Context: an optimization exercise on an open-source flow, tuned for small area, a short achievable clock period and few clock cycles per item. The choices shown serve that exercise and are no tape-out recipe. In this exercise RTL edits were held to simulation tests only and were not proved equivalent to the original. Power figures rest on the tool's default switching activity, not on a simulated workload.

<file path="flow/design.v">
module regBank (
    input  logic                    clk,
    input  logic                    rst,
    input  logic [15:0]             wrEn,
    input  logic [32-1:0] wrData,
    output logic [15:0]             written,
    input  logic [15:0]             rdSel1,
    input  logic                    rdRst1,
    input  logic [15:0]             rdSel2,
    input  logic                    rdRst2,
    output logic [32-1:0] rdData1,
    output logic [32-1:0] rdData2
);
    logic [15:0][32-1:0] regs;
    always_ff @(posedge clk or posedge rst) begin
        if (rst) begin
            written <= '0;
        end else begin
            written <= written | wrEn;
        end
    end
    always_ff @(posedge clk) begin
        for (int i = 0; i < 16; i++) begin
            if (wrEn[i]) begin
                regs[i] <= wrData;
            end
        end
    end
    function automatic logic [32-1:0] readPort(input logic [15:0] sel, input logic rstVal);
        logic [32-1:0] acc;
        acc = '0;
        for (int i = 0; i < 16; i++) begin
            acc = acc | ({32{sel[i]}} & regs[i]);
        end
        acc = acc | {22'd0, {10{rstVal}}};
        readPort = acc;
    endfunction
    assign rdData1 = readPort(rdSel1, rdRst1);
    assign rdData2 = readPort(rdSel2, rdRst2);
endmodule
module coreTop (
    input  logic                    clk,
    input  logic                    rst,
    input  logic                    instrValid,
    input  logic [31:0]             instr,
    output logic                    instrCredit,
    output logic                    resValid,
    output logic [4:0]              resDest,
    output logic [32-1:0] resData
);
    logic [5:0]  opcode;
    logic [4:0]  rd, rs, rt;
    logic [10:0] funct;
    assign opcode = instr[31:26];
    assign rd     = instr[25:21];
    assign rs     = instr[20:16];
    assign rt     = instr[15:11];
    assign funct  = instr[10:0];
    logic isReg, isAddi, isLui;
    logic dAdd, dSub, dAnd, dOr, dXor, dSlt;
    logic dArith, dKnown;
    assign isReg  = (opcode == 6'h00);
    assign isAddi = (opcode == 6'h08);
    assign isLui  = (opcode == 6'h0f);
    assign dAdd   = isReg && (funct == 11'h020);
    assign dSub   = isReg && (funct == 11'h022);
    assign dAnd   = isReg && (funct == 11'h024);
    assign dOr    = isReg && (funct == 11'h025);
    assign dXor   = isReg && (funct == 11'h026);
    assign dSlt   = isReg && (funct == 11'h02a);
    assign dArith = dAdd || dSub || isAddi || isLui;    
    assign dKnown = dArith || dAnd || dOr || dXor || dSlt;
    logic                    irValid, exValid, wbValid;
    logic [4:0]              irDest, exDest;
    logic                    useS, useT;
    logic                    dFwdS, dFwdT, dWbS, dWbT;
    logic [15:0]             dSelS, dSelT;
    function automatic logic live(input logic [4:0] r);
        live = (r != 5'd0) && (r[4] == 1'b0 || r[3:0] == 4'd0);
    endfunction
    assign useS  = !isLui && live(rs);
    assign useT  = !(isLui || isAddi) && live(rt);
    assign dFwdS = useS && irValid && (irDest == rs);
    assign dFwdT = useT && irValid && (irDest == rt);
    assign dWbS  = useS && exValid && (exDest == rs) && !dFwdS;
    assign dWbT  = useT && exValid && (exDest == rt) && !dFwdT;
    logic sameReg, zeroDiff, dInvA, dInvB;
    assign sameReg  = (rs == rt);
    assign zeroDiff = (dSub || dSlt) && sameReg;
    assign dInvA    = (dSub || dSlt) && !sameReg && dFwdT;
    assign dInvB    = (dSub || dSlt) && !sameReg && !dFwdT;
    logic [15:0] written, wbWe, writtenNext;
    logic        dRdS, dRdT, dRstS, dRstT;
    assign writtenNext = written | wbWe;
    assign dRdS  = useS && !dFwdS && !dWbS;
    assign dRdT  = useT && !dFwdT && !dWbT;
    assign dRstS = dRdS && rs[4] && !writtenNext[0];
    assign dRstT = dRdT && rt[4] && !writtenNext[0];
    always_comb begin
        for (int i = 0; i < 16; i++) begin
            dSelS[i] = dRdS && (rs[3:0] == 4'(i)) && writtenNext[i];
            dSelT[i] = dRdT && (rt[3:0] == 4'(i)) && writtenNext[i];
        end
    end
    logic                    irArith, irInvA, irInvB, irAnd, irOr, irXor, irSlt;
    logic                    irImm, irLui;
    logic                    irFwdS, irFwdT, irWbS, irWbT;
    logic [15:0]             irSelS, irSelT;
    logic                    irRstS, irRstT;
    logic [15:0]             irImmVal;
    always_ff @(posedge clk or posedge rst) begin
        if (rst) begin
            irValid     <= 1'b0;
            instrCredit <= 1'b0;
        end else begin
            irValid     <= instrValid;
            instrCredit <= instrValid;  
        end
    end
    always_ff @(posedge clk) begin
        irDest   <= dKnown ? rd : 5'd0;
        irArith  <= dArith && !zeroDiff;
        irInvA   <= dInvA;
        irInvB   <= dInvB;
        irAnd    <= dAnd;
        irOr     <= dOr;
        irXor    <= dXor;
        irSlt    <= dSlt && !zeroDiff;
        irLui    <= isLui;
        irImm    <= isLui || isAddi;
        irFwdS   <= dFwdS;
        irFwdT   <= dFwdT;
        irWbS    <= dWbS;
        irWbT    <= dWbT;
        irSelS   <= dSelS;
        irSelT   <= dSelT;
        irRstS   <= dRstS;
        irRstT   <= dRstT;
        irImmVal <= instr[15:0];
    end
    logic [32-1:0] aluResult;
    logic [32-1:0] bankS, bankT;
    logic [32-1:0] nextA, nextB, immExt;
    logic [32-1:0] wbData;
    regBank bank_i (
        .clk     (clk),
        .rst     (rst),
        .wrEn    (wbWe),
        .wrData  (wbData),
        .written (written),
        .rdSel1  (irSelS),
        .rdRst1  (irRstS),
        .rdSel2  (irSelT),
        .rdRst2  (irRstT),
        .rdData1 (bankS),
        .rdData2 (bankT)
    );
    assign immExt = irLui ? {irImmVal, 16'h0000} : {{16{irImmVal[15]}}, irImmVal};
    assign nextA = ((bankS | ({32{irWbS}} & wbData)) ^ {32{irInvA}})
                 | ({32{irFwdS}} & aluResult);
    assign nextB = ((bankT | ({32{irWbT}} & wbData)
                           | ({32{irImm}} & immExt)) ^ {32{irInvB}})
                 | ({32{irFwdT}} & aluResult);
    logic                    exArith, exSub, exInvRes, exAnd, exOr, exXor, exSlt;
    logic [32-1:0] opA, opB;
    always_ff @(posedge clk or posedge rst) begin
        if (rst) begin
            exValid <= 1'b0;
        end else begin
            exValid <= irValid;
        end
    end
    always_ff @(posedge clk) begin
        exDest  <= irDest;
        exArith <= irArith;
        exSub   <= irInvB;
        exInvRes <= irInvA;
        exAnd   <= irAnd;
        exOr    <= irOr;
        exXor   <= irXor;
        exSlt   <= irSlt;
        opA     <= nextA;
        opB     <= nextB;
    end
    logic [32-1:0] sum;
    logic                    less;
    logic [32:0] gen, prop;
    always_comb begin
        gen  = {opA & opB, exSub};
        prop = {opA ^ opB, 1'b0};
        for (int d = 1; d <= 32; d = d * 2) begin
            for (int i = 32; i >= d; i--) begin
                gen[i]  = gen[i] | (prop[i] & gen[i - d]);
                prop[i] = prop[i] & prop[i - d];
            end
        end
    end
    assign sum = (opA ^ opB ^ {32{exInvRes}}) ^ gen[32-1:0];
    assign less = (opA[31] == opB[31]) ? (opA[31] ^ exInvRes) : sum[31];
    assign aluResult = ({32{exArith}} & sum)
                     | ({32{exAnd}} & (opA & opB))
                     | ({32{exOr}}  & (opA | opB))
                     | ({32{exXor}} & (opA ^ opB))
                     | 32'(exSlt && less);
    always_ff @(posedge clk or posedge rst) begin
        if (rst) begin
            wbValid <= 1'b0;
            wbWe    <= '0;
        end else begin
            wbValid <= exValid;
            for (int i = 0; i < 16; i++) begin
                wbWe[i] <= exValid && live(exDest) && (exDest[3:0] == 4'(i));
            end
        end
    end
    always_ff @(posedge clk) begin
        resDest <= exDest;
        resData <= (exDest != 5'd0) ? aluResult : '0;
        wbData  <= aluResult;
    end
    assign resValid = wbValid;
endmodule
</file>
<file path="flow/flow/run.sh">
#!/bin/bash
# Standard layout, with the port buffers made from buf_4 cells instead of
# the buffer_ports default, so the input and output paths are not slowed by
# delay cells.
set -o pipefail
cp standard.sh standard.sh.txt
export BUFFER_PORTS_ARGS="-buffer_cell sky130_fd_sc_hd__buf_4"
bash standard.sh > standard.log 2>&1
</file>
<file path="flow/standard.sh">
#!/bin/bash
# synth_recipe.tcl (not shown) runs the flow's synth.tcl, then flattens the netlist and writes it again
# the make line also repeats each setting of config.mk as NAME=value (left out here)
make -C /OpenROAD-flow-scripts/flow DESIGN_CONFIG=/design/flow/config.mk WORK_HOME=/design/flow/orfs CLKGATE_MAP_FILE= SYNTH_SCRIPT=/design/flow/synth_recipe.tcl "${@:-finish}"
</file>
<file path="flow/config.mk">
export PLATFORM = sky130hd
export DESIGN_NAME = coreTop
export DESIGN_NICKNAME = coreTop
export VERILOG_FILES = /design/flow/design.v
export SDC_FILE = /design/flow/constraint.sdc
export NUM_CORES = 4
export LEC_CHECK = 0
export ABC_AREA = 1
export CAP_MARGIN = 20
export CORE_MARGIN = 2
export CORE_UTILIZATION = 40
export SETUP_SLACK_MARGIN = 2.5
export SLEW_MARGIN = 20
export TNS_END_PERCENT = 50
</file>
<file path="flow/constraint.sdc">
create_clock -name core_clock -period 5.0 [get_ports {clk}]
set_input_delay 1.0000 -clock core_clock [delete_from_list [all_inputs] [get_ports {clk}]]
set_output_delay 1.0000 -clock core_clock [all_outputs]
set_load 0.01 [all_outputs]
</file>
==> flow_summary.json, run 1 <==
{
  "drv_cap": 0,
  "grt_setup_unrepaired": "yes",
  "diodes": 0,
  "clk_latency_ns": 0.67,
  "startpoint_type": "flop",
  "crit_required_ns": 5.49,
  "layout_min_cycle_time_ns": 2.59,
  "worstHoldStart": "irArith",
  "worst_setup_path_end_kind": "flop",
  "clk_path_buf_depth": 3,
  "p_leak_nw": 16.0,
  "die_area_sq_um": 88000,
  "grt_antenna_before_repair": 2,
  "worstPathArrival_ns": 3.07,
  "holdBufCountCts": 0,
  "grt.overflow.total": 0,
  "synth_mux_area_frac": 0,
  "yosys.cell_count.top_type": "nand2_1",
  "synth_area_per_cell_sq_um": 9.99,
  "dr.pass1.iters": 6,
  "reg2reg_from": "irSelT[5]",
  "grt_pass1_vias": 26700,
  "rows": 107,
  "hold_ws_ns": 0.352,
  "drtIter0Drc": 3940,
  "final_nets": 3611,
  "dp_cells": 4563,
  "synth_top_area_frac": 0.449,
  "fmax_ghz": 0.386,
  "synth_cells": 3429,
  "finalPower_mw": 13.8,
  "setup_viol_count_final": 0,
  "synth_top_area_cell": "edfxtp_1",
  "synth.area.top_cells": "edfxtp_1 (45%), dfxtp_1 (12%), nand2_1 (11%)",
  "die_w_um": 297,
  "core_area_sq_um": 85000,
  "layout-drive-gt1-share": 0.131,
  "grt_pass1_wl_mm": 187,
  "finalCritPeriodShare": 0.518,
  "dp_hpwl_mm": 80.0,
  "cts_tree": "built",
  "yosys.area_share.adder": 0.0237,
  "postLayoutCoreUtil": 0.460,
  "drt.antenna.violating_nets": 0,
  "gp_congestion": 0.915,
  "synth_commonest_cells": "nand2_1 (1010), edfxtp_1 (512), inv_1 (254)",
  "status": "finished clean",
  "synth_compound_area_frac": 0.0955,
  "cp-startpoint": "irSelT[5]",
  "worstMarginPinSlew_ns": 1.18,
  "routed_via_density": 5.96,
  "htree_num_levels": 3,
  "slew_viol_final": 0,
  "power_density_nw_per_um2": 353,
  "final-instance-count-excl-fill": 4724,
  "synth_edf_count": 512,
  "wl_per_cell_um": 28.0,
  "synthSimpleGateAreaFrac": 0.209,
  "synth_top_family_by_area": "simple AND/OR/NAND/NOR gates",
  "synthXorXnorAreaFrac": 0.0261,
  "ios": 74,
  "yosysUniqueCellTypes": 56,
  "n_fill_cell": 7927,
  "yosysSeqAreaShare": 0.599,
  "clock_tree.root_cell": "clkbuf_16",
  "cts_made_buffers": 82,
  "clk_pin_slew_ns": 0.06,
  "ir_drop_v": 0.000282,
  "regArea_sq_um": 20600,
  "clock-sinks": 760,
  "final.setup.tns_ns": 0,
  "relSlewSlack": 0.209,
  "yosysWarningCount": 2,
  "path_class": "reg2reg",
  "initial_utilization": 0.403,
  "num_vias": 28100,
  "finalClockSkew_ns": 0.0539,
  "io_buffers": 73,
  "multi_input_area_sq_um": 12200,
  "finalHoldViolations": 0,
  "wirelength_mm": 133,
  "crit_fanout": 20,
  "synth_area_sq_um": 34300,
  "die_height_um": 297,
  "grt_usage": 0.300,
  "area_growth_pct": 14.2,
  "synthArstFlopShare": 0.0461,
  "yosys_register_bits": 760,
  "grt_max_degree": 36,
  "worst_hold_path_type": "reg2reg",
  "drc": 0,
  "synth_fp_nets": 3529,
  "synthFlopType": "edfxtp_1"
}
## final timing paths
kind                       slack (ns)                 end  cells past startpoint
setup / recovery                 2.41              opB[9]                      8
hold / removal                   0.35             exArith                      0
setup reg to reg                 2.41              opB[9]                      8
hold reg to reg                  0.35             exArith                      0
max in group asynchronous        4.17             wbWe[9]                      3
min in group asynchronous        0.46  bank_i.written[10]                      3
## registers in the layout, summed over array words and instances (netlist names), 32 cells and up
name and cells:
bank_i.regs 512, opA 32, wbData 32, opB 32
resData 32
## power breakdown
group	internal [mW]	total [mW]	switching [mW]	leakage [nW]
Clock	3.60	6.24	2.64	1.36
Combinational	0.264	0.760	0.496	7.00
Sequential	6.72	6.82	0.0956	7.61
Total	10.6	13.8	3.23	16.0
## what timing repair did
item | CTS | global route
endpoints found under the hold margin | 0 | 0
gates resized for setup | 0 | 36
setup endpoints to repair | 0 | 54
setup buffers | 0 | 8
## cells in the final DEF, fill, tap and decap left out, drive strengths merged
master and instances:
a211oi 54, a21boi 3, a21o 7, a21oi 83, a221o 1, a221oi 121
a22o 78, a311oi 2, a31oi 2, and2 3, buf 143, bufinv 5
clkbuf 123, clkinv 21, clkinvlp 2, dfrtp 35, dfxtp 213, edfxtp 512
ha 65, inv 266, nand2 1058, nand3 168, nand3b 12, nand4 124
nor2 203, nor3 40, nor3b 2, nor4 5, o2111ai 2, o211ai 1
o21a 1, o21ai 42, o21bai 18, o221ai 1, o22ai 28, o31ai 1
or2 33, xnor2 15, xor2 87
## metrics by stage
step / cell area [sq um] / setup slack (ns)
4_1_cts: 39000 / 2.53
2_1_floorplan: 34300 / 2.79
5_1_grt: 39100 / 2.37
6_report: 39100 / 2.41
3_3_place_gp: 36200 / 2.08
3_5_place_dp: 36200 / 2.10
## cells by family (layout without fill, tap and decap cells)
family	count (synthesis)	count (layout)
AO/OA/AOI/OAI	445	445
buffers and inverters	409	560
AND/OR/NAND/NOR	1648	1648
adder cells (fa/ha/maj)	65	65
XOR/XNOR	102	102
flip-flops	760	760
## area by class of cell
type	count	share of cell area
sequential	760	0.526
multi-input combinational	2260	0.313
clock buffer	123	0.0608
tap	1144	0.0366
timing repair buffer	143	0.0278
inverter	264	0.0254
clock inverter	30	0.0105
## worst max-delay path: stages (launching register included)
cell      delay (ns)
dfxtp_2         0.70
buf_4           0.57
nand2_1         0.13
nand2_1         0.09
a221oi_1        0.05
nand3_1         0.13
nor2_1          0.06
xor2_1          0.52
o21ai_0         0.17
## layer usage
metal	track usage	share of wire	wire length, um	up-vias
met4	0.135	0.053	7010	2
met5	0	0.000075	10	-
met1	0.399	0.37	49600	13400
met2	0.453	0.43	56500	2182
li1	-	-	-	12100
met3	0.0880	0.15	19300	442
Testbench counts, summed over its fixed seeds: cycles 24,016, items 24,000.
==> inputs of run 2 (changes only) <==
--- a/flow/config.mk
+++ b/flow/config.mk
@@ -9,6 +9,9 @@
 export CAP_MARGIN = 20
 export CORE_MARGIN = 2
 export CORE_UTILIZATION = 40
+export CTS_BUF_LIST = sky130_fd_sc_hd__clkbuf_16
+export CTS_CLUSTER_DIAMETER = 80
+export CTS_CLUSTER_SIZE = 25
 export SETUP_SLACK_MARGIN = 2.5
 export SLEW_MARGIN = 20
 export TNS_END_PERCENT = 50
==> run 2 against run 1 <==
  * Sequential power barely moved
  * Core utilization fell by 1.7 points
  * Sequential share of layout area rose by 2.0 points
  * Design area fell by 3.6%
  * Still clean on timing, DRC and antenna
  * Clock skew fell by 0.0073 ns
  * Critical path type unchanged
  * Die area did not move
  * Sequential cell count did not move
  * Largest power group unchanged
  * Worst hold slack got worse by 0.00083 ns
  * First-iteration DRC count rose by 3.0%
==> flow_summary.json, run 2 <==
{
  "worst_setup_path_end_kind": "flop",
  "diodes": 0,
  "synth_edf_count": 512,
  "synth_area_sq_um": 34300,
  "relSlewSlack": 0.278,
  "crit_fanout": 20,
  "status": "finished clean",
  "hold_ws_ns": 0.352,
  "drtIter0Drc": 4060,
  "rows": 107,
  "slew_viol_final": 0,
  "use_met2": 0.450,
  "crit_required_ns": 5.48,
  "final_cell_mix": "nand2_1 (1007), edfxtp_1 (512), inv_1 (262), nor2_1 (190), dfxtp_1 (172)",
  "synth_area_per_cell_sq_um": 9.99,
  "setup_ws_ns": 2.44,
  "ir_drop_v": 0.000259,
  "grt_pass1_wl_mm": 186,
  "p_sw_mw": 2.85,
  "placed_area_sq_um": 36200,
  "io_buffers": 73,
  "drc": 0,
  "synth.area.top_cells": "edfxtp_1 (45%), dfxtp_1 (12%), nand2_1 (11%)",
  "dr.pass1.iters": 7,
  "finalInstanceArea_sq_um": 37700,
  "met1_usage": 0.401,
  "cts_tree": "built",
  "yosysSeqAreaShare": 0.599,
  "layout-drive-gt1-share": 0.117,
  "drt.antenna.violating_nets": 0,
  "swShare": 0.248,
  "final_nets": 3570,
  "setup_viol_count_final": 0,
  "largest_reg_flops": 512,
  "die_height_um": 297,
  "dp_slack_ns": 2.10,
  "busiest_layer": "met2",
  "ios": 74,
  "synth_cells": 3429,
  "finalPower_mw": 11.5,
  "fmax_ghz": 0.390,
  "die_area_sq_um": 88000,
  "yosysWarningCount": 2,
  "startpoint_type": "flop",
  "num_vias": 27600,
  "final.setup.tns_ns": 0,
  "worstMarginPinSlew_ns": 1.08,
  "yosysUniqueCellTypes": 56,
  "finalHoldViolations": 0,
  "worst_hold_path_type": "reg2reg",
  "drv_cap": 0,
  "clk_pin_slew_ns": 0.11,
  "dp_hpwl_mm": 80.0,
  "yosys.cell_count.top_type": "nand2_1",
  "area_growth_pct": 10.1,
  "power_frac_seq": 0.593,
  "wirelength_mm": 131,
  "die_w_um": 297,
  "clock-sinks": 760,
  "synth_top_area_cell": "edfxtp_1",
  "path_class": "reg2reg",
  "wl_per_cell_um": 28.3,
  "grt_max_degree": 36,
  "synth_fp_nets": 3529,
  "use_met3": 0.0814,
  "synth_commonest_cells": "nand2_1 (1010), edfxtp_1 (512), inv_1 (254)",
  "clk_path_buf_depth": 3,
  "grt_usage": 0.297,
  "regMostFlops": "bank_i.regs",
  "yosys_register_bits": 760,
  "finalCritPeriodShare": 0.513,
  "power_frac_comb": 0.067,
  "grt_antenna_before_repair": 1,
  "internal-power_mw": 8.63,
  "synth_top_area_frac": 0.449,
  "gp_congestion": 0.915,
  "power_density_nw_per_um2": 305,
  "synthArstFlopShare": 0.0461,
  "htree_num_levels": 2,
  "grt_setup_unrepaired": "yes",
  "core_area_sq_um": 85000,
  "cts_made_buffers": 41,
  "p_leak_nw": 15.3,
  "finalClockSkew_ns": 0.0466,
  "clockPowerShare": 0.341,
  "layout_min_cycle_time_ns": 2.56,
  "grt_pass1_vias": 26200,
  "initial_utilization": 0.403,
  "worstPathArrival_ns": 3.04,
  "routed_via_density": 5.95,
  "clk_latency_ns": 0.65,
  "grt.overflow.total": 0,
  "clock_tree.root_cell": "clkbuf_16",
  "final_common_cell": "nand2_1",
  "synthFlopType": "edfxtp_1"
}
-- run 2: cell types whose count changed in the layout (fill, tap and decap cells not counted), moves of 3 or more --
cell	change
inv_8	+3
clkinv_2	-10
inv_1	+11
clkbuf_16	-42
clkbuf_1	-26
bufinv_16	-5
clkbuf_8	-13
a21oi_1	-3
dfxtp_1	-3
dfxtp_2	+3
inv_2	+5
-- run 2: final timing paths --
| kind | to | slack, ns | startpoint | depth (start not counted) |
|---|---|---|---|---|
| max reg2reg | opA[8] | 2.44 | irSelS[5] | 7 |
| max in group asynchronous | wbWe[9] | 4.18 | rst | 3 |
| min | exArith | 0.35 | irArith | 0 |
| max | opA[8] | 2.44 | irSelS[5] | 7 |
| min in group asynchronous | bank_i.written[7] | 0.46 | rst | 3 |
| min reg2reg | exArith | 0.35 | irArith | 0 |
-- run 2: worst max-delay path: stages (launching register included) --
cell	delay [ns]
dfxtp_2	0.74
buf_4	0.56
a22o_1	0.24
nor2_1	0.05
nand3_1	0.07
nor2_1	0.06
xor2_1	0.49
o21ai_0	0.17
-- run 2: metal layers --
| metal | up-vias | wire [um] |
|---|---|---|
| met5 | - | 13 |
| li1 | 11900 | - |
| met1 | 13300 | 50200 |
| met4 | 2 | 6750 |
| met3 | 393 | 18200 |
| met2 | 2009 | 56200 |
-- run 2: cell families after synthesis --
logic type               after synthesis  share of synthesized area
AND/OR/NAND/NOR                     1648                      0.209
flip-flops                           760                      0.599
AO/OA/AOI/OAI                        445                     0.0955
buffers and inverters                409                     0.0465
XOR/XNOR                             102                     0.0261
adder cells (fa/ha/maj)               65                     0.0237
-- run 2: power by group through the flow --
stage	clock network, mW	registers, mW	logic [mW]
final	3.91	6.81	0.764
after detailed placement	0	6.94	0.730
after global placement	0	6.94	0.725
after CTS	3.91	6.80	0.732
after floorplan	0	6.90	0.505
after global routing	4.13	6.82	0.839
-- run 2: area by class of cell --
cell class / instances / area [sq um]
well taps: 1144 / 1430
repair buffers: 143 / 1070
flip-flops and latches: 760 / 20600
clock inverters: 33 / 293
inverters: 264 / 995
fillers: 8066 / 47300
clock buffers: 42 / 1050
multi-input cells: 2260 / 12300
-- run 2: stage by stage --
step	utilization	instances
floorplan	-	3429
global placement	0.425	4563
detailed placement	0.425	4563
CTS	0.441	4638
global route	0.443	4646
finish	0.443	4646
-- run 2: repair_timing --
| item | in CTS | in global routing |
|---|---|---|
| endpoints found under the setup margin | 0 | 58 |
| hold buffers | 0 | 0 |
| gates resized for setup | 0 | 44 |
| setup buffers | 0 | 8 |
| endpoints found under the hold margin | 0 | 0 |
==> inputs of run 3 (changes only) <==
--- a/flow/config.mk
+++ b/flow/config.mk
@@ -12,6 +12,6 @@
 export CTS_BUF_LIST = sky130_fd_sc_hd__clkbuf_16
 export CTS_CLUSTER_DIAMETER = 80
 export CTS_CLUSTER_SIZE = 25
-export SETUP_SLACK_MARGIN = 2.5
+export SETUP_SLACK_MARGIN = 2.7
 export SLEW_MARGIN = 20
 export TNS_END_PERCENT = 50
==> run 3 against run 2 <==
  * Still clean
  * Die area unchanged
  * Sequential power about the same
  * Maximum frequency increased by 8.3%
  * Sequential cell count unchanged
  * Non-clock buffer count increased by 10
  * Synthesized cell count unchanged
  * Register-to-register slack improved by 0.20 ns
  * Area after synthesis unchanged
  * Core utilization increased by 0.65 points
  * Critical endpoint is now opA[7]
==> flow_summary.json, run 3 <==
{
  "status": "finished clean",
  "n_fill_cell": 8027,
  "power_density_nw_per_um2": 303,
  "die_height_um": 297,
  "synth_area_sq_um": 34300,
  "postLayoutCoreUtil": 0.450,
  "yosysSeqAreaShare": 0.599,
  "synth_area_per_cell_sq_um": 9.99,
  "final_cell_mix": "nand2_1 (1000), edfxtp_1 (512), inv_1 (255), nor2_1 (178), dfxtp_1 (161)",
  "slew_viol_final": 0,
  "yosysUniqueCellTypes": 56,
  "worstHoldStart": "irArith",
  "finalPower_mw": 11.6,
  "initial_utilization": 0.403,
  "drt.antenna.violating_nets": 0,
  "synth_edf_count": 512,
  "synth_cells": 3429,
  "worst_hold_path_type": "reg2reg",
  "largest_reg_flops": 512,
  "worstPathArrival_ns": 2.85,
  "worstMarginPinSlew_ns": 1.02,
  "finalClockSkew_ns": 0.0458,
  "layout-drive-gt1-share": 0.140,
  "wirelength_mm": 132,
  "met1_usage": 0.400,
  "clock-sinks": 760,
  "relSlewSlack": 0.321,
  "holdBufCountCts": 0,
  "yosys_register_bits": 760,
  "clk_pin_slew_ns": 0.10,
  "wl_per_cell_um": 28.3,
  "hold_ws_ns": 0.358,
  "clock_tree.root_cell": "clkbuf_16",
  "final.setup.tns_ns": 0,
  "grt_max_degree": 36,
  "busiest_layer": "met2",
  "use_met2": 0.451,
  "layout_min_cycle_time_ns": 2.37,
  "yosys.area_share.adder": 0.0237,
  "io_buffers": 73,
  "yosys.cell_count.top_type": "nand2_1",
  "worst_setup_path_end_kind": "flop",
  "synth_top_family_by_area": "simple AND/OR/NAND/NOR gates",
  "regArea_sq_um": 20600,
  "htree_num_levels": 2,
  "grt_setup_unrepaired": "yes",
  "synthFlopType": "edfxtp_1",
  "synth_top_area_frac": 0.449,
  "clk_path_buf_depth": 3,
  "routed_via_density": 5.93,
  "dr.pass1.iters": 8,
  "drc": 0,
  "reg2reg_from": "irSelS[3]",
  "area_growth_pct": 11.7,
  "clk_latency_ns": 0.65,
  "die_area_sq_um": 88000,
  "grt_antenna_before_repair": 2,
  "multi_input_area_sq_um": 12700,
  "rows": 107,
  "final_common_cell": "nand2_1",
  "drtIter0Drc": 3768,
  "yosysWarningCount": 2,
  "regMostFlops": "bank_i.regs",
  "finalHoldViolations": 0,
  "synth_mux_area_frac": 0,
  "fmax_ghz": 0.423,
  "cts_made_buffers": 41,
  "crit_fanout": 19,
  "synth_commonest_cells": "nand2_1 (1010), edfxtp_1 (512), inv_1 (254)",
  "final_nets": 3580,
  "crit_required_ns": 5.48,
  "die_w_um": 297,
  "grt_pass1_vias": 26400,
  "core_area_sq_um": 85000,
  "cts_tree": "built",
  "num_vias": 27600,
  "synth_compound_area_frac": 0.0955,
  "cp-startpoint": "irSelS[3]",
  "gp_congestion": 0.915,
  "ir_drop_v": 0.000259,
  "synth_fp_nets": 3529,
  "dp_hpwl_mm": 80.0,
  "p_leak_nw": 15.4,
  "ios": 74,
  "synth_top_area_cell": "edfxtp_1",
  "synthArstFlopShare": 0.0461,
  "grt_usage": 0.298,
  "synthSimpleGateAreaFrac": 0.209,
  "path_class": "reg2reg",
  "drv_cap": 0,
  "use_met3": 0.0820,
  "grt.overflow.total": 0,
  "setup_viol_count_final": 0,
  "grt_pass1_wl_mm": 186,
  "diodes": 0,
  "startpoint_type": "flop",
  "synth.area.top_cells": "edfxtp_1 (45%), dfxtp_1 (12%), nand2_1 (11%)",
  "finalCritPeriodShare": 0.473,
  "synthXorXnorAreaFrac": 0.0261
}
[run 3: cell counts after synthesis]
No cell type changed its count.
[run 3: layout make-up]
type,instances,area share
Tap cell,1144,0.0374
Clock inverter,33,0.00765
Multi-Input combinational cell,2260,0.332
Inverter,264,0.0263
Sequential cell,760,0.539
Clock buffer,42,0.0275
Timing Repair Buffer,153,0.0303
[run 3: worst max-delay path, cell delays in order (launching register included)]
cell,delay [ns]
dfxtp_2,0.71
buf_4,0.55
a221oi_1,0.21
nand2_1,0.09
nor2_1,0.05
xor2_1,0.38
o21ai_0,0.19
[run 3: worst paths after layout]
path                       depth (start not counted)  slack, ns           endpoint
min reg2reg                                        0       0.36            exArith
min in group asynchronous                          3       0.46  bank_i.written[7]
min                                                0       0.36            exArith
max reg2reg                                        6       2.63             opA[7]
max in group asynchronous                          3       4.18            wbWe[9]
max                                                6       2.63             opA[7]
[run 3: cell families (layout without fill, tap and decap cells)]
group                      after synthesis  count (layout)
DFF                                    760             760
and+or+nand+nor                       1648            1648
buffers and inverters                  409             492
adders and majority gates               65              65
AOI/OAI and AO/OA                      445             445
xor gates and xnor gates               102             102
[run 3: per-stage QoR]
| stage | std cells | setup slack [ns] | instance area (sq um) |
|---|---|---|---|
| global route | 4656 | 2.62 | 38300 |
| CTS | 4650 | 2.65 | 37700 |
| detailed placement | 4563 | 2.10 | 36200 |
| global placement | 4563 | 2.08 | 36200 |
| floorplan | 3429 | 2.79 | 34300 |
| finish | 4656 | 2.63 | 38300 |
[run 3: repair_timing]
action | in CTS | in global routing
gates resized for setup | 38 | 121
setup buffers | 12 | 6
pin swaps | 5 | 10
endpoints found under the setup margin | 54 | 97
[run 3: metal layers]
layer  routed length (um)  share of wire
met1                49900           0.38
met2                56500           0.43
met3                18500           0.14
met4                 6730          0.051
met5                   13       0.000099
[run 3: report_power, final]
group | internal (mW) | switching [mW]
Sequential | 6.71 | 0.0946
Clock | 1.65 | 2.26
Combinational | 0.326 | 0.533
==> inputs of run 4 (changes only) <==
--- a/flow/config.mk
+++ b/flow/config.mk
@@ -12,6 +12,6 @@
 export CTS_BUF_LIST = sky130_fd_sc_hd__clkbuf_16
 export CTS_CLUSTER_DIAMETER = 80
 export CTS_CLUSTER_SIZE = 25
-export SETUP_SLACK_MARGIN = 2.7
+export SETUP_SLACK_MARGIN = 2.85
 export SLEW_MARGIN = 20
 export TNS_END_PERCENT = 50
==> run 4 against run 3 <==
  * Global-route usage is 0.11 points lower
  * Synthesized cell count is the same
  * Register-to-register slack gained 0.096 ns
  * Design area up 2.2%
  * Routed wire length is 0.68% higher
  * Critical path type unchanged
  * Largest power group unchanged
  * Still clean
  * Sequential power is essentially flat
  * Largest cell class unchanged
==> flow_summary.json, run 4 <==
{
  "met1_usage": 0.402,
  "grt.overflow.total": 0,
  "worstPathArrival_ns": 2.81,
  "regMostFlops": "bank_i.regs",
  "worstMarginPinSlew_ns": 0.953,
  "clk_pin_slew_ns": 0.10,
  "slew_viol_final": 0,
  "rows": 107,
  "holdBufCountCts": 0,
  "crit_fanout": 18,
  "dr.pass1.iters": 6,
  "fmax_ghz": 0.440,
  "die_w_um": 297,
  "status": "finished clean",
  "num_vias": 28000,
  "power_density_nw_per_um2": 301,
  "grt_pass1_vias": 26200,
  "use_met3": 0.0859,
  "synth_commonest_cells": "nand2_1 (1010), edfxtp_1 (512), inv_1 (254)",
  "clk_path_buf_depth": 3,
  "cts_made_buffers": 42,
  "die_area_sq_um": 88000,
  "finalClockSkew_ns": 0.0371,
  "p_leak_nw": 15.8,
  "yosys_register_bits": 760,
  "finalPower_mw": 11.7,
  "finalHoldViolations": 0,
  "gp_congestion": 0.925,
  "area_growth_pct": 14.1,
  "finalInstanceArea_sq_um": 39100,
  "reg2reg_slack_ns": 2.73,
  "htree_num_levels": 2,
  "die_height_um": 297,
  "startpoint_type": "flop",
  "yosysSeqAreaShare": 0.599,
  "worst_setup_path_end_kind": "flop",
  "grt_pass1_wl_mm": 185,
  "synthArstFlopShare": 0.0461,
  "crit_required_ns": 5.54,
  "synth_top_area_frac": 0.449,
  "synth_fp_nets": 3529,
  "cts_tree": "built",
  "wl_per_cell_um": 28.4,
  "worstHoldStart": "irArith",
  "ios": 74,
  "synth_edf_count": 512,
  "clock-sinks": 760,
  "dp_slack_ns": 2.08,
  "synth_area_sq_um": 34300,
  "placed_area_sq_um": 36200,
  "multi_input_area_sq_um": 13300,
  "core_area_sq_um": 85000,
  "grt_usage": 0.297,
  "regArea_sq_um": 20700,
  "drv_cap": 0,
  "initial_utilization": 0.403,
  "final_nets": 3595,
  "path_class": "reg2reg",
  "final_common_cell": "nand2_1",
  "grt_max_degree": 36,
  "reg2regPathDepth": 6,
  "grt_setup_unrepaired": "yes",
  "synth_area_per_cell_sq_um": 9.99,
  "min_path_cells": 0,
  "whs_endpoint": "exArith",
  "setup_ws_ns": 2.73,
  "setup_viol_count_final": 0,
  "layout_min_cycle_time_ns": 2.27,
  "yosys.cell_count.top_type": "nand2_1",
  "drt.antenna.violating_nets": 0,
  "clock_tree.root_cell": "clkbuf_16",
  "layout-drive-gt1-share": 0.172,
  "worstReg2RegEnd": "opB[10]",
  "dp_hpwl_mm": 77.2,
  "finalCritPeriodShare": 0.454,
  "worst_hold_path_type": "reg2reg",
  "drc": 0,
  "final.setup.tns_ns": 0,
  "yosysUniqueCellTypes": 56,
  "final_cell_mix": "nand2_1 (967), edfxtp_1 (512), inv_1 (248), nor2_1 (164), buf_4 (152)",
  "yosysWarningCount": 2,
  "diodes": 0,
  "synth_top_area_cell": "edfxtp_1",
  "hold_ws_ns": 0.341,
  "ir_drop_v": 0.000245,
  "synth.area.top_cells": "edfxtp_1 (45%), dfxtp_1 (12%), nand2_1 (11%)",
  "relSlewSlack": 0.364,
  "drtIter0Drc": 3989,
  "clk_latency_ns": 0.62,
  "n_fill_cell": 7932,
  "grt_antenna_before_repair": 2,
  "routed_via_density": 5.99,
  "synthFlopType": "edfxtp_1",
  "wirelength_mm": 133,
  "largest_reg_flops": 512,
  "use_met2": 0.441,
  "busiest_layer": "met2",
  "synth_cells": 3429,
  "reg2reg_from": "irSelT[11]",
  "io_buffers": 73
}
==> run 4: cell counts after synthesis <==
No cell type changed its count.
==> run 4: report_power, final <==
part / internal (mW) / switching (mW)
registers: 6.71 / 0.104
clock network: 1.74 / 2.24
logic: 0.374 / 0.578
==> run 4: per-stage QoR <==
step                      instances  utilization
after detailed placement       4560        0.425
final                          4671        0.460
after floorplan                3429            -
after global placement         4560        0.425
after global routing           4671        0.460
after CTS                      4647        0.449
==> run 4: worst max-delay path: stages, from the launching register on <==
cell      delay, ns
dfxtp_2        0.87
buf_4          0.46
a22o_1         0.19
a21oi_1        0.05
nand4_1        0.15
xor2_1         0.30
o21bai_1       0.15
==> run 4: logic make-up (layout without fill, tap and decap cells) <==
group,after synthesis,count (layout),synth area share
compound gates,445,445,0.0955
xor+xnor,102,102,0.0261
fa+ha+maj,65,65,0.0237
buf+inv,409,507,0.0465
flops,760,760,0.599
simple gates,1648,1648,0.209
==> run 4: worst max-delay path by stage <==
stage	start	end	slack (ns)
after global routing	irSelT[4]	opB[7]	2.72
after detailed placement	instr[19]	irSelS[5]	2.08
after global placement	instr[19]	irSelS[5]	2.07
after CTS	instr[19]	irSelS[5]	2.72
after floorplan	instr[11]	irSelT[4]	2.83
final	irSelT[11]	opB[10]	2.73
==> run 4: cell type report <==
cell class / count / area share
Clock inverter: 32 / 0.00717
Inverter: 264 / 0.0258
Clock buffer: 44 / 0.0282
Tap cell: 1144 / 0.0366
Multi-Input combinational cell: 2260 / 0.339
Timing Repair Buffer: 167 / 0.0338
Sequential cell: 760 / 0.529
==> run 4: what timing repair did <==
item	4_1_cts	5_1_grt
setup endpoints to repair	114	117
pin swaps	7	47
setup buffers	11	24
gates resized for setup	132	203
==> run 4: layer usage <==
layer	part of all wire	vias up
met4	0.053	2
met5	0.00011	-
met1	0.38	13400
met2	0.42	2110
li1	-	12000
met3	0.15	433
==> inputs of run 5 (changes only) <==
--- a/flow/config.mk
+++ b/flow/config.mk
@@ -14,4 +14,4 @@
 export CTS_CLUSTER_SIZE = 25
 export SETUP_SLACK_MARGIN = 2.85
 export SLEW_MARGIN = 20
-export TNS_END_PERCENT = 50
+export TNS_END_PERCENT = 100
==> run 5 against run 4 <==
  * Clock skew increased by 0.018 ns
  * Worst hold slack worse by 0.0016 ns
  * Still clean
  * Total power is 0.87% higher
  * Maximum frequency rose by 3.3%
  * Cell count grew 0.41%
  * Die area is the same
  * Global-route usage down 0.23 points
  * Area after synthesis did not move
  * Non-clock buffer count is 12 higher
  * Clock power rose by 2%
  * Core utilization grew 0.31 points
  * Via count shrank 0.15%
==> flow_summary.json, run 5 <==
{
  "wirelength_mm": 131,
  "dr.pass1.iters": 5,
  "grt_setup_unrepaired": "yes",
  "use_met3": 0.0737,
  "setup_viol_count_final": 0,
  "path_class": "reg2out",
  "num_vias": 27900,
  "area_growth_pct": 14.9,
  "layout_min_cycle_time_ns": 2.20,
  "yosys.cell_count.top_type": "nand2_1",
  "grt_pass1_wl_mm": 184,
  "worstMarginPinSlew_ns": 0.970,
  "status": "finished clean",
  "die_area_sq_um": 88000,
  "clk_path_buf_depth": 3,
  "synth_area_per_cell_sq_um": 9.99,
  "rows": 107,
  "regArea_sq_um": 20700,
  "largest_reg_flops": 512,
  "synthArstFlopShare": 0.0461,
  "yosysSeqAreaShare": 0.599,
  "cpLargestDelayFamily": "flip-flops",
  "worst_setup_path_end_kind": "primary output",
  "holdBufCountCts": 0,
  "max_stage_delay_ns": 0.41,
  "regMostFlops": "bank_i.regs",
  "yosys_register_bits": 760,
  "final_cell_mix": "nand2_1 (960), edfxtp_1 (512), inv_1 (245), nor2_1 (167), buf_4 (159)",
  "routed_via_density": 5.96,
  "multi_input_area_sq_um": 13400,
  "clk_latency_ns": 0.66,
  "n_fill_cell": 7881,
  "slew_viol_final": 0,
  "synthFlopType": "edfxtp_1",
  "synth.area.top_cells": "edfxtp_1 (45%), dfxtp_1 (12%), nand2_1 (11%)",
  "grt_max_degree": 36,
  "synth_cells": 3429,
  "slowest_stage": "dfrtp_1",
  "clock_tree.root_cell": "clkbuf_16",
  "dp_hpwl_mm": 76.8,
  "yosysUniqueCellTypes": 56,
  "setup_ws_ns": 2.80,
  "drt.antenna.violating_nets": 0,
  "synth_commonest_cells": "nand2_1 (1010), edfxtp_1 (512), inv_1 (254)",
  "finalCritPeriodShare": 0.440,
  "grt.overflow.total": 0,
  "synth_top_area_cell": "edfxtp_1",
  "io_buffers": 73,
  "busiest_layer": "met2",
  "path_cells": "buf_6",
  "final_common_cell": "nand2_1",
  "yosysWarningCount": 2,
  "met1_usage": 0.409,
  "fmax_ghz": 0.455,
  "drv_cap": 0,
  "crit_required_ns": 4.00,
  "synth_top_area_frac": 0.449,
  "synth_edf_count": 512,
  "worstPathArrival_ns": 1.20,
  "path_buf_inv": 1,
  "grt_antenna_before_repair": 5,
  "finalHoldViolations": 0,
  "crit_fanout": 2,
  "clk_pin_slew_ns": 0.10,
  "grt_usage": 0.294,
  "drtIter0Drc": 4082,
  "final_nets": 3608,
  "htree_num_levels": 2,
  "die_height_um": 297,
  "finalClockSkew_ns": 0.0552,
  "synth_area_sq_um": 34300,
  "p_leak_nw": 15.9,
  "die_w_um": 297,
  "final.setup.tns_ns": 0,
  "synth_fp_nets": 3529,
  "gp_congestion": 0.932,
  "power_density_nw_per_um2": 301,
  "drc": 0,
  "wl_per_cell_um": 28.0,
  "initial_utilization": 0.403,
  "ios": 74,
  "core_area_sq_um": 85000,
  "relSlewSlack": 0.353,
  "grt_pass1_vias": 26300,
  "layout-drive-gt1-share": 0.182,
  "ir_drop_v": 0.000290,
  "cts_made_buffers": 43,
  "cts_tree": "built",
  "clock-sinks": 760,
  "dp_slack_ns": 2.14,
  "worst_hold_path_type": "reg2reg",
  "use_met2": 0.436,
  "startpoint_type": "flop"
}
run 5: area by class of cell:
type / count / share of cell area
flip-flops and latches: 760 / 0.525
inverters: 264 / 0.0259
repair buffers: 179 / 0.0365
diodes: 3 / 0.000191
well taps: 1144 / 0.0364
clock buffers: 44 / 0.0280
clock inverters: 36 / 0.00862
multi-input cells: 2260 / 0.339
run 5: metal layers:
layer  vias up  part of all wire
li1      12000                 -
met1     13500              0.39
met2      2022              0.42
met3       414              0.14
met4         2             0.052
met5         -          0.000099
run 5: timing repair:
| action | CTS | global route |
|---|---|---|
| hold endpoints to repair | 0 | 0 |
| cloned | 0 | 0 |
| resized for setup | 142 | 218 |
| setup endpoints to repair | 113 | 100 |
| pin swaps | 13 | 56 |
| setup buffers | 15 | 29 |
run 5: power by group:
group	switching (mW)	leakage (nW)	internal, mW
Sequential	0.0899	7.62	6.72
Combinational	0.602	7.54	0.398
Clock	2.33	0.754	1.72
run 5: path summary, 6_finish.rpt:
kind | startpoint | end | slack, ns | cells after the start
min reg2reg | irXor | exXor | 0.34 | 0
max reg2reg | opB[12] | opB[21] | 2.83 | 15
min in group asynchronous | rst | bank_i.written[7] | 0.45 | 3
min | irXor | exXor | 0.34 | 0
max | irValid | instrCredit | 2.80 | 1
max in group asynchronous | rst | wbWe[5] | 4.17 | 3
run 5: logic make-up after synthesis:
group	after synthesis	share of synthesized area
and+or+nand+nor	1648	0.209
DFF	760	0.599
AOI/OAI and AO/OA	445	0.0955
buffers and inverters	409	0.0465
xor gates and xnor gates	102	0.0261
adders and majority gates	65	0.0237
run 5: per-stage QoR:
step | util | power, mW | cells | hold WS [ns] | instance area [sq um]
finish | 0.463 | 11.9 | 4690 | 0.340 | 39300
global route | 0.463 | 12.2 | 4687 | 0.343 | 39300
CTS | 0.451 | 11.7 | 4658 | 0.336 | 38300
detailed placement | 0.426 | 7.68 | 4563 | 0.314 | 36200
global placement | 0.426 | 7.67 | 4563 | 0.312 | 36200
floorplan | - | 7.40 | 3429 | 0.310 | 34300
run 5: worst register-to-register path: stages (launching register included):
cell	delay [ns]
dfxtp_2	0.38
inv_1	0.08
ha_4	0.33
nand2_4	0.10
nor2_4	0.09
inv_2	0.09
nor3_4	0.15
nand2_4	0.08
nand2_4	0.10
nand3_4	0.08
nand2_2	0.06
nand2_1	0.06
nand3_2	0.09
nand2_4	0.12
nand2_2	0.15
nand2_4	0.08
==> inputs of run 6 (changes only) <==
--- a/flow/config.mk
+++ b/flow/config.mk
@@ -12,6 +12,6 @@
 export CTS_BUF_LIST = sky130_fd_sc_hd__clkbuf_16
 export CTS_CLUSTER_DIAMETER = 80
 export CTS_CLUSTER_SIZE = 25
-export SETUP_SLACK_MARGIN = 2.85
+export SETUP_SLACK_MARGIN = 3.0
 export SLEW_MARGIN = 20
 export TNS_END_PERCENT = 100
==> run 6 against run 5 <==
  * Non-clock buffer count increased by 49
  * Sequential cell count unchanged
  * Sequential share of layout area is 2.1 points lower
  * Sequential power about the same
  * Area after synthesis stayed put
  * Total power is 1.6% higher
  * Critical path type is now reg2reg
==> flow_summary.json, run 6 <==
{
  "synthArstFlopShare": 0.0461,
  "dp_hpwl_mm": 78.1,
  "area_growth_pct": 20.0,
  "synth_edf_count": 512,
  "clk_latency_ns": 0.64,
  "slew_viol_final": 0,
  "power_density_nw_per_um2": 293,
  "cts_tree": "built",
  "finalPower_mw": 12.0,
  "yosys_register_bits": 760,
  "layout-drive-gt1-share": 0.243,
  "worstPathArrival_ns": 2.75,
  "grt.overflow.total": 0,
  "regMostFlops": "bank_i.regs",
  "grt_usage": 0.301,
  "wirelength_mm": 135,
  "drc": 0,
  "initial_utilization": 0.403,
  "final_nets": 3656,
  "final_cell_mix": "nand2_1 (921), edfxtp_1 (512), inv_1 (219), nor2_1 (143), nand3_1 (135)",
  "max_stage_delay_ns": 0.36,
  "yosysUniqueCellTypes": 56,
  "gp_congestion": 0.922,
  "grt_antenna_before_repair": 6,
  "dr.pass1.iters": 6,
  "ir_drop_v": 0.000258,
  "synth_area_sq_um": 34300,
  "die_w_um": 297,
  "htree_num_levels": 2,
  "synth_cells": 3429,
  "cpLargestDelayFamily": "compound AO/OA/AOI/OAI gates",
  "cts_made_buffers": 42,
  "yosysWarningCount": 2,
  "finalHoldViolations": 0,
  "worst_setup_path_end_kind": "flop",
  "synth_area_per_cell_sq_um": 9.99,
  "wl_per_cell_um": 28.6,
  "synth_commonest_cells": "nand2_1 (1010), edfxtp_1 (512), inv_1 (254)",
  "grt_pass1_vias": 26800,
  "synth_fp_nets": 3529,
  "n_fill_cell": 7694,
  "num_vias": 28400,
  "synth_top_area_frac": 0.449,
  "path_class": "reg2reg",
  "drt.antenna.violating_nets": 0,
  "fmax_ghz": 0.447,
  "clk_path_buf_depth": 3,
  "crit_top_cell": "nand2_4",
  "path_cells": "inv_2 -> ha_4 -> a21oi_4 -> o21ai_2 -> a21oi_2 -> nand2_4 -> or2_1 -> nand3_2 -> nand2_4 -> a21o_4",
  "setup_viol_count_final": 0,
  "final-instance-count-excl-fill": 4734,
  "final_common_cell": "nand2_1",
  "startpoint_type": "flop",
  "dp_cells": 4561,
  "rows": 107,
  "clk_pin_slew_ns": 0.10,
  "synth.area.top_cells": "edfxtp_1 (45%), dfxtp_1 (12%), nand2_1 (11%)",
  "io_buffers": 73,
  "clock-sinks": 760,
  "synth_top_area_cell": "edfxtp_1",
  "clock_tree.root_cell": "clkbuf_16",
  "drtIter0Drc": 3865,
  "largest_reg_flops": 512,
  "final.setup.tns_ns": 0,
  "postLayoutCoreUtil": 0.484,
  "routed_via_density": 5.99,
  "finalCritPeriodShare": 0.448,
  "relSlewSlack": 0.365,
  "yosysSeqAreaShare": 0.599,
  "ios": 74,
  "slowest_stage": "dfxtp_2",
  "p_leak_nw": 16.7,
  "status": "finished clean",
  "grt_pass1_wl_mm": 188,
  "synthFlopType": "edfxtp_1",
  "die_height_um": 297,
  "yosys.cell_count.top_type": "nand2_1",
  "grt_setup_unrepaired": "yes",
  "die_area_sq_um": 88000,
  "worstMarginPinSlew_ns": 0.953,
  "setup_ws_ns": 2.76,
  "core_area_sq_um": 85000,
  "crit_fanout": 4,
  "dp_slack_ns": 2.32,
  "finalClockSkew_ns": 0.0348,
  "crit_required_ns": 5.52,
  "worst_hold_path_type": "reg2reg",
  "grt_max_degree": 36,
  "drv_cap": 0,
  "path_buf_inv": 1,
  "layout_min_cycle_time_ns": 2.24
}
==> run 6: final timing paths <==
check,slack [ns],start,cells past startpoint,endpoint
setup reg to reg,2.76,opA[11],10,opA[12]
setup / recovery,2.76,opA[11],10,opA[12]
hold / removal,0.33,irArith,0,exArith
min in group asynchronous,0.46,rst,3,bank_i.written[13]
max in group asynchronous,4.16,rst,3,wbWe[7]
hold reg to reg,0.33,irArith,0,exArith
==> run 6: cells by family (layout without fill, tap and decap cells) <==
logic type	Yosys count	after routing	share of synthesized area
and+or+nand+nor	1648	1648	0.209
xor gates and xnor gates	102	102	0.0261
other	0	1	0
buffers and inverters	409	569	0.0465
DFF	760	760	0.599
AOI/OAI and AO/OA	445	445	0.0955
adders and majority gates	65	65	0.0237
==> run 6: metal layers <==
| layer | share of wire | track usage | vias to the layer above |
|---|---|---|---|
| met5 | 0.00010 | 0 | - |
| met4 | 0.048 | 0.121 | 2 |
| met3 | 0.13 | 0.0805 | 384 |
| met2 | 0.43 | 0.452 | 2002 |
| met1 | 0.39 | 0.413 | 13800 |
| li1 | - | - | 12100 |
==> run 6: through the flow <==
step	hold WS (ns)	cell area, sq um
floorplan	0.310	34300
global placement	0.315	36200
detailed placement	0.313	36200
CTS	0.332	39800
global route	0.342	41100
finish	0.334	41100
==> run 6: cell type report <==
| cell class | count | area (sq um) | area share |
|---|---|---|---|
| antenna | 1 | 2.50 | 0.0000609 |
| clock buffer | 45 | 1130 | 0.0274 |
| clock inverter | 32 | 283 | 0.00688 |
| inverter | 264 | 1040 | 0.0254 |
| multi-input combinational | 2260 | 14300 | 0.348 |
| sequential | 760 | 20700 | 0.505 |
| tap | 1144 | 1430 | 0.0348 |
| timing repair buffer | 228 | 2180 | 0.0531 |
==> run 6: repair_timing <==
action | CTS | global route
cloned | 0 | 0
setup endpoints to repair | 161 | 190
hold buffers | 0 | 0
pin swaps | 99 | 106
setup buffers | 55 | 40
hold endpoints to repair | 0 | 0
gates resized for setup | 451 | 288
==> run 6: power breakdown <==
part / total (mW) / internal [mW] / switching (mW)
Sequential: 6.80 / 6.71 / 0.0908
Clock: 4.03 / 1.73 / 2.30
Combinational: 1.21 / 0.492 / 0.716
Total: 12.0 / 8.93 / 3.11
==> inputs of run 7 (changes only) <==
--- a/flow/config.mk
+++ b/flow/config.mk
@@ -14,4 +14,4 @@
 export CTS_CLUSTER_SIZE = 25
 export SETUP_SLACK_MARGIN = 3.0
 export SLEW_MARGIN = 20
-export TNS_END_PERCENT = 100
+export TNS_END_PERCENT = 50
==> run 7 against run 6 <==
  * Maximum frequency is 2.5% higher
  * Core utilization hardly changed
  * Area after synthesis stayed put
  * Still clean
  * Routed wire length is 1.3% lower
  * Sequential share of layout area hardly changed
  * Clock power hardly changed
  * Combinational power hardly changed
  * Clock skew is 0.019 ns higher
  * First-iteration DRC count is 1.7% lower
==> flow_summary.json, run 7 <==
{
  "finalHoldViolations": 0,
  "worstReg2RegEnd": "opA[21]",
  "grt.overflow.total": 0,
  "crit_required_ns": 4.00,
  "swShare": 0.256,
  "reg2reg_slack_ns": 2.82,
  "initial_utilization": 0.403,
  "setup_viol_count_final": 0,
  "rows": 107,
  "synth_area_sq_um": 34300,
  "p_leak_nw": 16.8,
  "cts_made_buffers": 41,
  "worstPathArrival_ns": 1.18,
  "crit_fanout": 2,
  "final_common_cell": "nand2_1",
  "synth_commonest_cells": "nand2_1 (1010), edfxtp_1 (512), inv_1 (254)",
  "clk_latency_ns": 0.66,
  "hold_ws_ns": 0.335,
  "die_w_um": 297,
  "yosysWarningCount": 2,
  "yosys_register_bits": 760,
  "largest_reg_flops": 512,
  "startpoint_type": "flop",
  "final_cell_mix": "nand2_1 (897), edfxtp_1 (512), inv_1 (215), buf_4 (189), nor2_1 (140)",
  "slowest_stage": "dfrtp_1",
  "p_sw_mw": 3.07,
  "postLayoutCoreUtil": 0.484,
  "worst_setup_path_end_kind": "primary output",
  "regMostFlops": "bank_i.regs",
  "grt_max_degree": 36,
  "power_frac_comb": 0.098,
  "grt_setup_unrepaired": "yes",
  "final.setup.tns_ns": 0,
  "layout-drive-gt1-share": 0.246,
  "path_buf_inv": 1,
  "finalClockSkew_ns": 0.0533,
  "power_frac_seq": 0.568,
  "htree_num_levels": 2,
  "clk_path_buf_depth": 3,
  "cts_tree": "built",
  "path_cells": "buf_6",
  "routed_via_density": 5.97,
  "cp_num_cells": 1,
  "clock-sinks": 760,
  "ios": 74,
  "finalCritPeriodShare": 0.437,
  "dr.pass1.iters": 6,
  "synth_fp_nets": 3529,
  "synth_top_area_frac": 0.449,
  "reg2reg_from": "opB[21]",
  "path_class": "reg2out",
  "reg2regPathDepth": 7,
  "synth_cells": 3429,
  "worstMarginPinSlew_ns": 1.06,
  "synth.area.top_cells": "edfxtp_1 (45%), dfxtp_1 (12%), nand2_1 (11%)",
  "yosysSeqAreaShare": 0.599,
  "diodes": 0,
  "num_vias": 28400,
  "fmax_ghz": 0.458,
  "clk_pin_slew_ns": 0.10,
  "synth_top_area_cell": "edfxtp_1",
  "final_nets": 3675,
  "cpLargestDelayFamily": "flip-flops",
  "drt.antenna.violating_nets": 0,
  "max_stage_delay_ns": 0.41,
  "synth_edf_count": 512,
  "io_buffers": 73,
  "wl_per_cell_um": 28.1,
  "yosysUniqueCellTypes": 56,
  "synthFlopType": "edfxtp_1",
  "status": "finished clean",
  "core_area_sq_um": 85000,
  "die_height_um": 297,
  "drc": 0,
  "wirelength_mm": 133,
  "grt_pass1_wl_mm": 186,
  "drtIter0Drc": 3799,
  "grt_pass1_vias": 26500,
  "drv_cap": 0,
  "area_growth_pct": 20.0,
  "worst_hold_path_type": "reg2reg",
  "relSlewSlack": 0.293,
  "internal-power_mw": 8.92,
  "synth_area_per_cell_sq_um": 9.99,
  "layout_min_cycle_time_ns": 2.18,
  "critPathCapture": "instrCredit",
  "grt_usage": 0.296,
  "gp_congestion": 0.948,
  "dp_hpwl_mm": 78.7,
  "synthArstFlopShare": 0.0461,
  "slew_viol_final": 0,
  "clock_tree.root_cell": "clkbuf_16",
  "grt_antenna_before_repair": 0,
  "die_area_sq_um": 88000,
  "yosys.cell_count.top_type": "nand2_1",
  "power_density_nw_per_um2": 292,
  "ir_drop_v": 0.000242,
  "cp-startpoint": "irValid",
  "clockPowerShare": 0.334,
  "finalPower_mw": 12.0
}
-- run 7: routing by layer --
layer,up-vias,GRT usage,wire length [um]
li1,12200,-,-
met1,13800,0.408,51500
met2,2057,0.446,57200
met3,393,0.0737,18000
met4,0,0.124,6720
met5,-,0,0
-- run 7: metrics by stage --
step,setup WS (ns),instance area (sq um),std cells
2_1_floorplan,2.83,34300,3429
3_3_place_gp,2.13,36200,4561
3_5_place_dp,2.12,36200,4561
4_1_cts,2.80,39500,4704
5_1_grt,2.74,41100,4752
6_report,2.82,41100,4752
-- run 7: logic make-up (layout without fill, tap and decap cells) --
family,count (synthesis),count (layout),synth area share
DFF,760,760,0.599
and+or+nand+nor,1648,1648,0.209
AOI/OAI and AO/OA,445,445,0.0955
adders and majority gates,65,65,0.0237
xor gates and xnor gates,102,102,0.0261
buffers and inverters,409,588,0.0465
-- run 7: final cells by class --
type	instances	area (sq um)
Clock buffer	42	1050
Tap cell	1144	1430
Clock inverter	34	330
Sequential cell	760	20700
Inverter	264	1060
Timing Repair Buffer	247	2160
Fill cell	7604	43900
Timing Repair inverter	1	6.26
Multi-Input combinational cell	2260	14300
-- run 7: worst min path at each step --
stage | start | to | slack [ns] | cells past startpoint
after CTS | irOr | exOr | 0.33 | 0
after detailed placement | irOr | exOr | 0.31 | 0
after global placement | irOr | exOr | 0.31 | 0
after floorplan | irAnd | exAnd | 0.31 | 0
final | irOr | exOr | 0.33 | 0
after global routing | irXor | exXor | 0.34 | 0
-- run 7: worst reg2reg max path, cell delays in order (launching register included) --
cell and delay [ns]:
dfxtp_4 0.41, inv_1 0.08, ha_4 0.25, buf_4 0.14, a221oi_1 0.87, nand2_8 0.15
nand2_2 0.12, nand2_2 0.06
-- run 7: power groups by stage --
stage,registers [mW],clock network [mW],logic (mW)
after floorplan,6.90,0,0.510
final,6.81,4.01,1.18
after global placement,6.94,0,0.729
after CTS,6.80,4.01,0.993
after global routing,6.81,4.24,1.25
after detailed placement,6.94,0,0.738
-- run 7: timing repair --
| action | 4_1_cts | 5_1_grt |
|---|---|---|
| gates resized for setup | 383 | 337 |
| hold buffers | 0 | 0 |
| setup endpoints to repair | 185 | 186 |
| pin swaps | 86 | 144 |
| setup buffers | 67 | 47 |
| gates cloned | 0 | 1 |
==> inputs of run 8 (changes only) <==
--- a/flow/config.mk
+++ b/flow/config.mk
@@ -12,6 +12,6 @@
 export CTS_BUF_LIST = sky130_fd_sc_hd__clkbuf_16
 export CTS_CLUSTER_DIAMETER = 80
 export CTS_CLUSTER_SIZE = 25
-export SETUP_SLACK_MARGIN = 3.0
+export SETUP_SLACK_MARGIN = 2.7
 export SLEW_MARGIN = 20
-export TNS_END_PERCENT = 50
+export TNS_END_PERCENT = 100
==> run 8 against run 7 <==
  * Routed wire length is 1.4% lower
  * Worst setup slack got worse by 0.17 ns
  * Register-to-register slack got worse by 0.17 ns
  * Total power down 3.3%
  * Critical endpoint is now opA[26]
  * Largest power group unchanged
  * Highest routed layer is now met5
==> flow_summary.json, run 8 <==
{
  "die_area_sq_um": 88000,
  "drv_cap": 0,
  "final-instance-count-excl-fill": 4659,
  "synthFlopType": "edfxtp_1",
  "fmax_ghz": 0.426,
  "largest_reg_flops": 512,
  "setup_ws_ns": 2.65,
  "yosys_register_bits": 760,
  "synth.area.top_cells": "edfxtp_1 (45%), dfxtp_1 (12%), nand2_1 (11%)",
  "synth_area_per_cell_sq_um": 9.99,
  "rows": 107,
  "yosysUniqueCellTypes": 56,
  "num_vias": 27700,
  "finalCritPeriodShare": 0.470,
  "grt_usage": 0.298,
  "worstPathArrival_ns": 2.93,
  "dp_hpwl_mm": 80.0,
  "final_cell_mix": "nand2_1 (994), edfxtp_1 (512), inv_1 (253), nor2_1 (178), dfxtp_1 (158)",
  "grt_pass1_wl_mm": 186,
  "die_w_um": 297,
  "synth_top_area_cell": "edfxtp_1",
  "drtIter0Drc": 4058,
  "regMostFlops": "bank_i.regs",
  "finalClockSkew_ns": 0.0471,
  "status": "finished clean",
  "dp_cells": 4563,
  "finalHoldViolations": 0,
  "synth_fp_nets": 3529,
  "worstHoldStart": "irArith",
  "holdBufCountCts": 0,
  "yosysWarningCount": 2,
  "hold_ws_ns": 0.354,
  "startpoint_type": "flop",
  "grt_setup_unrepaired": "yes",
  "htree_num_levels": 2,
  "worstMarginPinSlew_ns": 1.01,
  "relSlewSlack": 0.325,
  "worstReg2RegEnd": "opA[26]",
  "synthArstFlopShare": 0.0461,
  "synth_top_area_frac": 0.449,
  "synth_area_sq_um": 34300,
  "clock-sinks": 760,
  "final.setup.tns_ns": 0,
  "layout-drive-gt1-share": 0.146,
  "final_nets": 3583,
  "clk_path_buf_depth": 3,
  "synth_commonest_cells": "nand2_1 (1010), edfxtp_1 (512), inv_1 (254)",
  "synth_edf_count": 512,
  "p_leak_nw": 15.5,
  "drc": 0,
  "setup_viol_count_final": 0,
  "worst_setup_path_end_kind": "flop",
  "path_class": "reg2reg",
  "crit_required_ns": 5.58,
  "diodes": 0,
  "routed_via_density": 5.95,
  "worst_hold_path_type": "reg2reg",
  "layout_min_cycle_time_ns": 2.35,
  "grt_pass1_vias": 26400,
  "crit_fanout": 20,
  "grt_antenna_before_repair": 2,
  "final_common_cell": "nand2_1",
  "reg2reg_from": "irSelS[7]",
  "slew_viol_final": 0,
  "clk_pin_slew_ns": 0.11,
  "clock_tree.root_cell": "clkbuf_16",
  "initial_utilization": 0.403,
  "clk_latency_ns": 0.65,
  "min_path_cells": 0,
  "area_growth_pct": 12.0,
  "grt.overflow.total": 0,
  "wirelength_mm": 132,
  "synth_cells": 3429,
  "ios": 74,
  "n_fill_cell": 8000,
  "die_height_um": 297,
  "dr.pass1.iters": 5,
  "ir_drop_v": 0.000259,
  "yosysSeqAreaShare": 0.599,
  "wl_per_cell_um": 28.3,
  "dp_slack_ns": 2.10,
  "whs_endpoint": "exArith",
  "grt_max_degree": 36,
  "power_density_nw_per_um2": 302,
  "reg2regPathDepth": 6,
  "cts_made_buffers": 41,
  "gp_congestion": 0.915,
  "drt.antenna.violating_nets": 0,
  "io_buffers": 73,
  "yosys.cell_count.top_type": "nand2_1",
  "cts_tree": "built",
  "finalPower_mw": 11.6,
  "core_area_sq_um": 85000,
  "reg2reg_slack_ns": 2.65
}
run 8: cell types whose count changed in the layout (fill, tap and decap cells not counted), moves of 20 or more:
cell / delta
buf_4: -38
buf_6: -42
dfxtp_1: +44
dfxtp_2: -21
dfxtp_4: -23
inv_1: +38
nand2_1: +97
nand2_2: -40
nand2_4: -51
nand3_1: +20
nor2_1: +38
nor2_4: -34
run 8: cell families (layout without fill, tap and decap cells):
family | after synthesis | after routing | share of synthesized area
compound gates | 445 | 445 | 0.0955
xor+xnor | 102 | 102 | 0.0261
fa+ha+maj | 65 | 65 | 0.0237
buf+inv | 409 | 495 | 0.0465
flops | 760 | 760 | 0.599
simple gates | 1648 | 1648 | 0.209
run 8: per-layer routing:
metal	part of all wire	track usage
met4	0.051	0.129
met5	0.000099	0.00166
met1	0.38	0.400
met3	0.14	0.0832
met2	0.43	0.451
run 8: worst max path at each step:
| stage | from | end | slack [ns] |
|---|---|---|---|
| 6_report | irSelS[7] | opA[26] | 2.65 |
| 5_1_grt | irSelT[5] | opB[9] | 2.64 |
| 3_5_place_dp | instr[28] | irDest[0] | 2.10 |
| 3_3_place_gp | instr[19] | irSelS[5] | 2.08 |
| 4_1_cts | irSelT[0] | opB[9] | 2.66 |
| 2_1_floorplan | instr[11] | irSelT[2] | 2.79 |
run 8: critical path, stage by stage, from the launching register on:
cell	delay (ns)
dfxtp_2	0.75
buf_4	0.56
a221oi_1	0.18
nand4_1	0.14
xor2_1	0.43
inv_1	0.10
nand2_1	0.08
run 8: layout make-up:
cell class | instances | area (sq um) | share of cell area
clock buffer | 42 | 1050 | 0.0274
inverter | 264 | 1010 | 0.0262
sequential | 760 | 20600 | 0.538
clock inverter | 33 | 293 | 0.00763
timing repair buffer | 156 | 1190 | 0.0310
multi-input combinational | 2260 | 12800 | 0.333
tap | 1144 | 1430 | 0.0373
run 8: stage by stage:
stage                      util  area, sq um
after floorplan               -        34300
after global placement    0.425        36200
after detailed placement  0.425        36200
after CTS                 0.444        37700
after global routing      0.451        38400
final                     0.451        38400
run 8: where the power goes:
part	total [mW]	switching [mW]	leakage, nW	internal, mW
Sequential	6.81	0.0946	7.62	6.71
Combinational	0.869	0.538	7.13	0.331
Clock	3.92	2.26	0.711	1.65
Total	11.6	2.90	15.5	8.70
run 8: repair_timing:
action / 4_1_cts / 5_1_grt
pin swaps: 5 / 16
endpoints found under the setup margin: 54 / 97
setup buffers: 14 / 7
endpoints found under the hold margin: 0 / 0
gates resized for setup: 39 / 145

==> re-timing with driven ports <==
The flow's constraints put no driver on any port. The routed layouts listed below were extracted and timed again, unchanged, in two steps.
Step 1, drivers: a clkbuf_16 drives clk and a buf_2 each remaining input, both assumed.
Step 2 also shifts input and output timing later by t, the mid clock arrival at the registers, as if the neighbouring blocks saw the same clock.
a / b / c = ideal / step 1 / step 2; a / b = the first two.
| run | shift t [ns] | setup slack, ns | hold slack, ns | clock arrival spread, ns |
|---|---|---|---|---|
| run 1 | 0.709 | 2.412 / 2.412 / 2.099 | 0.352 / 0.352 / 0.352 | 0.057 / 0.058 |
| run 2 | 0.697 | 2.436 / 2.436 / 2.070 | 0.352 / 0.352 / 0.352 | 0.051 / 0.052 |
| run 3 | 0.695 | 2.634 / 2.634 / 2.062 | 0.358 / 0.358 / 0.358 | 0.048 / 0.048 |
| run 4 | 0.675 | 2.730 / 2.721 / 2.289 | 0.341 / 0.341 / 0.341 | 0.040 / 0.039 |
| run 5 | 0.703 | 2.801 / 2.735 / 2.265 | 0.340 / 0.340 / 0.340 | 0.057 / 0.057 |
| run 6 | 0.696 | 2.762 / 2.762 / 2.279 | 0.334 / 0.334 / 0.334 | 0.038 / 0.038 |
| run 7 | 0.702 | 2.816 / 2.750 / 2.220 | 0.335 / 0.335 / 0.335 | 0.053 / 0.054 |
| run 8 | 0.702 | 2.651 / 2.651 / 2.051 | 0.354 / 0.354 / 0.354 | 0.051 / 0.051 |
After both steps every run listed still meets setup and hold. The setup slack of run 8, which loses most, moves by 0.000 ns with the drivers and by -0.600 ns with both steps.
